This is an optimization exercise on Yosys and OpenROAD, whose aim is small area and a short achievable clock period, not a production implementation. RTL that was checked went through simulation tests only; none was proved equivalent to the original. Power and IR drop assume default switching activity.

==> module bayer_kernel, before the edit <==
module bayer_kernel
(
    input  logic       clk,
    input  demosaic_pkg::pixel_t     c,                
    input  demosaic_pkg::pixel_t     c_out,            
    input  demosaic_pkg::pair_t      h1,
    input  demosaic_pkg::pair_t      v1,
    input  demosaic_pkg::pair_t      h2,
    input  demosaic_pkg::pair_t      v2,
    input  demosaic_pkg::pair_t      da,
    input  demosaic_pkg::pair_t      db,
    input  demosaic_pkg::row_t       row_nxt,          
    input  demosaic_pkg::col_t       col_nxt,
    input  logic [1:0] mirror,
    output demosaic_pkg::pixel_t     red,
    output demosaic_pkg::pixel_t     green,
    output demosaic_pkg::pixel_t     blue
);
    typedef logic [13:0] acc_t;                        
    function automatic logic [27:0] csa(input acc_t a, input acc_t b, input acc_t c);
        acc_t s, k;
        s   = a ^ b ^ c;
        k   = (a & b) | (a & c) | (b & c);
        csa = {k[12:0], 1'b0, s};
    endfunction
    function automatic logic [41:0] reduce7(input acc_t x1, input acc_t x2, input acc_t x3,
                                            input acc_t x4, input acc_t x5, input acc_t x6,
                                            input acc_t x7);
        acc_t p1, p2, q1, q2, r1, r2, u1, u2;
        {p1, p2} = csa(x1, x2, x3);
        {q1, q2} = csa(x4, x5, x6);
        {r1, r2} = csa(p1, p2, q1);
        {u1, u2} = csa(r1, r2, q2);
        reduce7  = {u1, u2, x7};
    endfunction
    function automatic logic [41:0] reduce8(input acc_t x1, input acc_t x2, input acc_t x3,
                                            input acc_t x4, input acc_t x5, input acc_t x6,
                                            input acc_t x7, input acc_t x8);
        acc_t p1, p2, q1, q2, r1, r2, t1, t2, u1, u2;
        {p1, p2} = csa(x1, x2, x3);
        {q1, q2} = csa(x4, x5, x6);
        {r1, r2} = csa(p1, p2, q1);
        {t1, t2} = csa(q2, x7, x8);
        {u1, u2} = csa(r1, r2, t1);
        reduce8  = {u1, u2, t2};
    endfunction
    function automatic demosaic_pkg::pixel_t clamp8(input logic [9:0] v);
        if (v[9])
            clamp8 = 8'h00;
        else if (v[8])
            clamp8 = 8'hff;
        else
            clamp8 = v[7:0];
    endfunction
    logic [1:0] r_par;                                 
    logic [1:0] site;                                  
    logic       rb;                                    
    always_comb
    begin
        case (mirror)
            2'd3:    r_par = 2'b11;
            2'd2:    r_par = 2'b10;
            2'd0:    r_par = 2'b01;
            default: r_par = 2'b00;
        endcase
    end
    always_ff @(posedge clk)
    begin
        site <= {row_nxt[0], col_nxt[0]} ^ r_par;
        rb   <= (row_nxt[0] ^ col_nxt[0]) == (r_par[1] ^ r_par[0]);
    end
    acc_t a1, a2, a3, a4, a5, a6, a7;
    acc_t b1, b2, b3, b4, b5, b6, b7, b8;
    logic [41:0] ar, br;
    always_comb
    begin
        a1 = {2'b11, rb, c, 1'b1, !rb, 1'b0};
        a2 = rb ? acc_t'({h1, 2'b00})  : acc_t'({h1, 3'b000});
        a3 = rb ? acc_t'({v1, 2'b00})  : acc_t'({3'b000, 1'b1, 1'b0, c, 1'b0});
        a4 = acc_t'({~h2, 1'b0});
        a5 = rb ? acc_t'({~v2, 1'b0})  : acc_t'(v2);
        a6 = rb ? '0                   : acc_t'({~da, 1'b0});
        a7 = rb ? '0                   : acc_t'({~db, 1'b0});
        b1 = {3'b110, c, 2'b11, rb};
        b2 = rb ? acc_t'({4'b0001, c, 2'b00}) : acc_t'({4'b0001, 1'b0, c, 1'b0});
        b3 = rb ? acc_t'({da, 2'b00})  : acc_t'({~da, 1'b0});
        b4 = rb ? acc_t'({db, 2'b00})  : acc_t'({~db, 1'b0});
        b5 = acc_t'({~v2, 1'b0});
        b6 = rb ? acc_t'({~h2, 1'b0})  : acc_t'({v1, 3'b000});
        b7 = rb ? acc_t'({~h2})        : acc_t'(h2);
        b8 = rb ? acc_t'({~v2})        : '0;
        ar = reduce7(a1, a4, a2, a3, a5, a6, a7);
        br = reduce8(b1, b5, b2, b3, b4, b6, b7, b8);
    end
    logic [41:0] ar1, br1;
    logic [1:0] site1;
    always_ff @(posedge clk)
    begin
        ar1   <= ar;
        br1   <= br;
        site1 <= site;
    end
    acc_t as, ac, bs, bc, sa, sb;
    logic [9:0] ea2, eb2;
    logic [1:0] site2;
    always_comb
    begin
        {ac, as} = csa(ar1[41:28], ar1[27:14], ar1[13:0]);
        {bc, bs} = csa(br1[41:28], br1[27:14], br1[13:0]);
        sa = as + ac;
        sb = bs + bc;
    end
    always_ff @(posedge clk)
    begin
        ea2   <= sa[13:4];
        eb2   <= sb[13:4];
        site2 <= site1;
    end
    demosaic_pkg::pixel_t ea, eb;
    assign ea = clamp8(ea2);
    assign eb = clamp8(eb2);
    always_ff @(posedge clk)
    begin
        case (site2)
            2'b00:                                     
            begin
                red   <= c_out;
                green <= ea;
                blue  <= eb;
            end
            2'b11:                                     
            begin
                red   <= eb;
                green <= ea;
                blue  <= c_out;
            end
            2'b01:                                     
            begin
                red   <= ea;
                green <= c_out;
                blue  <= eb;
            end
            default:                                   
            begin
                red   <= eb;
                green <= c_out;
                blue  <= ea;
            end
        endcase
    end
endmodule
export LEC_CHECK = 0
export CAP_MARGIN = 20
export CORE_MARGIN = 2
export CORE_UTILIZATION = 70
export CTS_CLUSTER_DIAMETER = 60
export CTS_CLUSTER_SIZE = 24
export PLACE_DENSITY = 0.8
export SETUP_SLACK_MARGIN = 5.0
export SLEW_MARGIN = 20
create_clock -name core_clock -period 7.5 [get_ports {clk}]
run.sh (not shown) runs the stock make flow with config.mk's settings and CLKGATE_MAP_FILE= SYNTH_SCRIPT=/design/flow/synth_recipe.tcl, a recipe that flattens the netlist after the stock synthesis.
Then changed:
--- a/flow/design.v
+++ b/flow/design.v
@@ -125,16 +125,6 @@
         k   = (a & b) | (a & c) | (b & c);
         csa = {k[12:0], 1'b0, s};
     endfunction
-    function automatic logic [41:0] reduce7(input acc_t x1, input acc_t x2, input acc_t x3,
-                                            input acc_t x4, input acc_t x5, input acc_t x6,
-                                            input acc_t x7);
-        acc_t p1, p2, q1, q2, r1, r2, u1, u2;
-        {p1, p2} = csa(x1, x2, x3);
-        {q1, q2} = csa(x4, x5, x6);
-        {r1, r2} = csa(p1, p2, q1);
-        {u1, u2} = csa(r1, r2, q2);
-        reduce7  = {u1, u2, x7};
-    endfunction
     function automatic logic [41:0] reduce8(input acc_t x1, input acc_t x2, input acc_t x3,
                                             input acc_t x4, input acc_t x5, input acc_t x6,
                                             input acc_t x7, input acc_t x8);
@@ -191,7 +181,7 @@
         b6 = rb ? acc_t'({~h2, 1'b0})  : acc_t'({v1, 3'b000});
         b7 = rb ? acc_t'({~h2})        : acc_t'(h2);
         b8 = rb ? acc_t'({~v2})        : '0;
-        ar = reduce7(a1, a4, a2, a3, a5, a6, a7);
+        ar = reduce8(a1, a4, a2, a3, a5, a6, a7, '0);
         br = reduce8(b1, b5, b2, b3, b4, b6, b7, b8);
     end
     logic [41:0] ar1, br1;
What happened: Synthesized cell count stays flat. Setup slack got worse by 0.025 ns. Global-route usage goes down by 1.5 points. Via count goes down by about 1.6%. Combinational power decreases by about 5.6%. Final cell count goes down by 0.92%. Final area came out lower by 0.85%. Critical path depth rises by 1. Hold slack improved by 0.0093 ns. Sequential power hardly moves. Register-to-register slack is worse by 0.03 ns. Utilization decreases by 0.67 points. Die area is about the same.
Function not checked in the first run of this note: the RTL went through the layout flow alone.

[port drivers added, routing unchanged]
How much do the figures lean on ideal ports? The routed layouts below were timed once more, with nothing changed but the port constraints.
Step 1 assumes that a clkbuf_16 drives the clock port and a buf_2 every other input.
Step 2 adds t to the input delays and takes it off the output delays; t is the mean of the earliest and latest rising clock arrival at the registers after step 1. Input paths then give back, and output paths get back, about the clock's delay inside the block.
a / b / c = ideal ports / drivers / drivers and shift; a / b = the first two.
run | shift t [ns] | slack for setup (ns) | worst hold slack (ns) | worst setup path after step 2 | latest minus earliest clock arrival (ns)
the first run | 0.687 | 4.842 / 4.797 / 4.443 | 0.324 / 0.324 / 0.324 | input to register | 0.028 / 0.028
the second run | 0.691 | 4.817 / 4.790 / 4.479 | 0.333 / 0.333 / 0.333 | input to register | 0.026 / 0.026
After both steps every run listed still meets setup and hold. The setup slack of the first run, which loses most, moves by -0.045 ns with the drivers and by -0.399 ns with both steps.
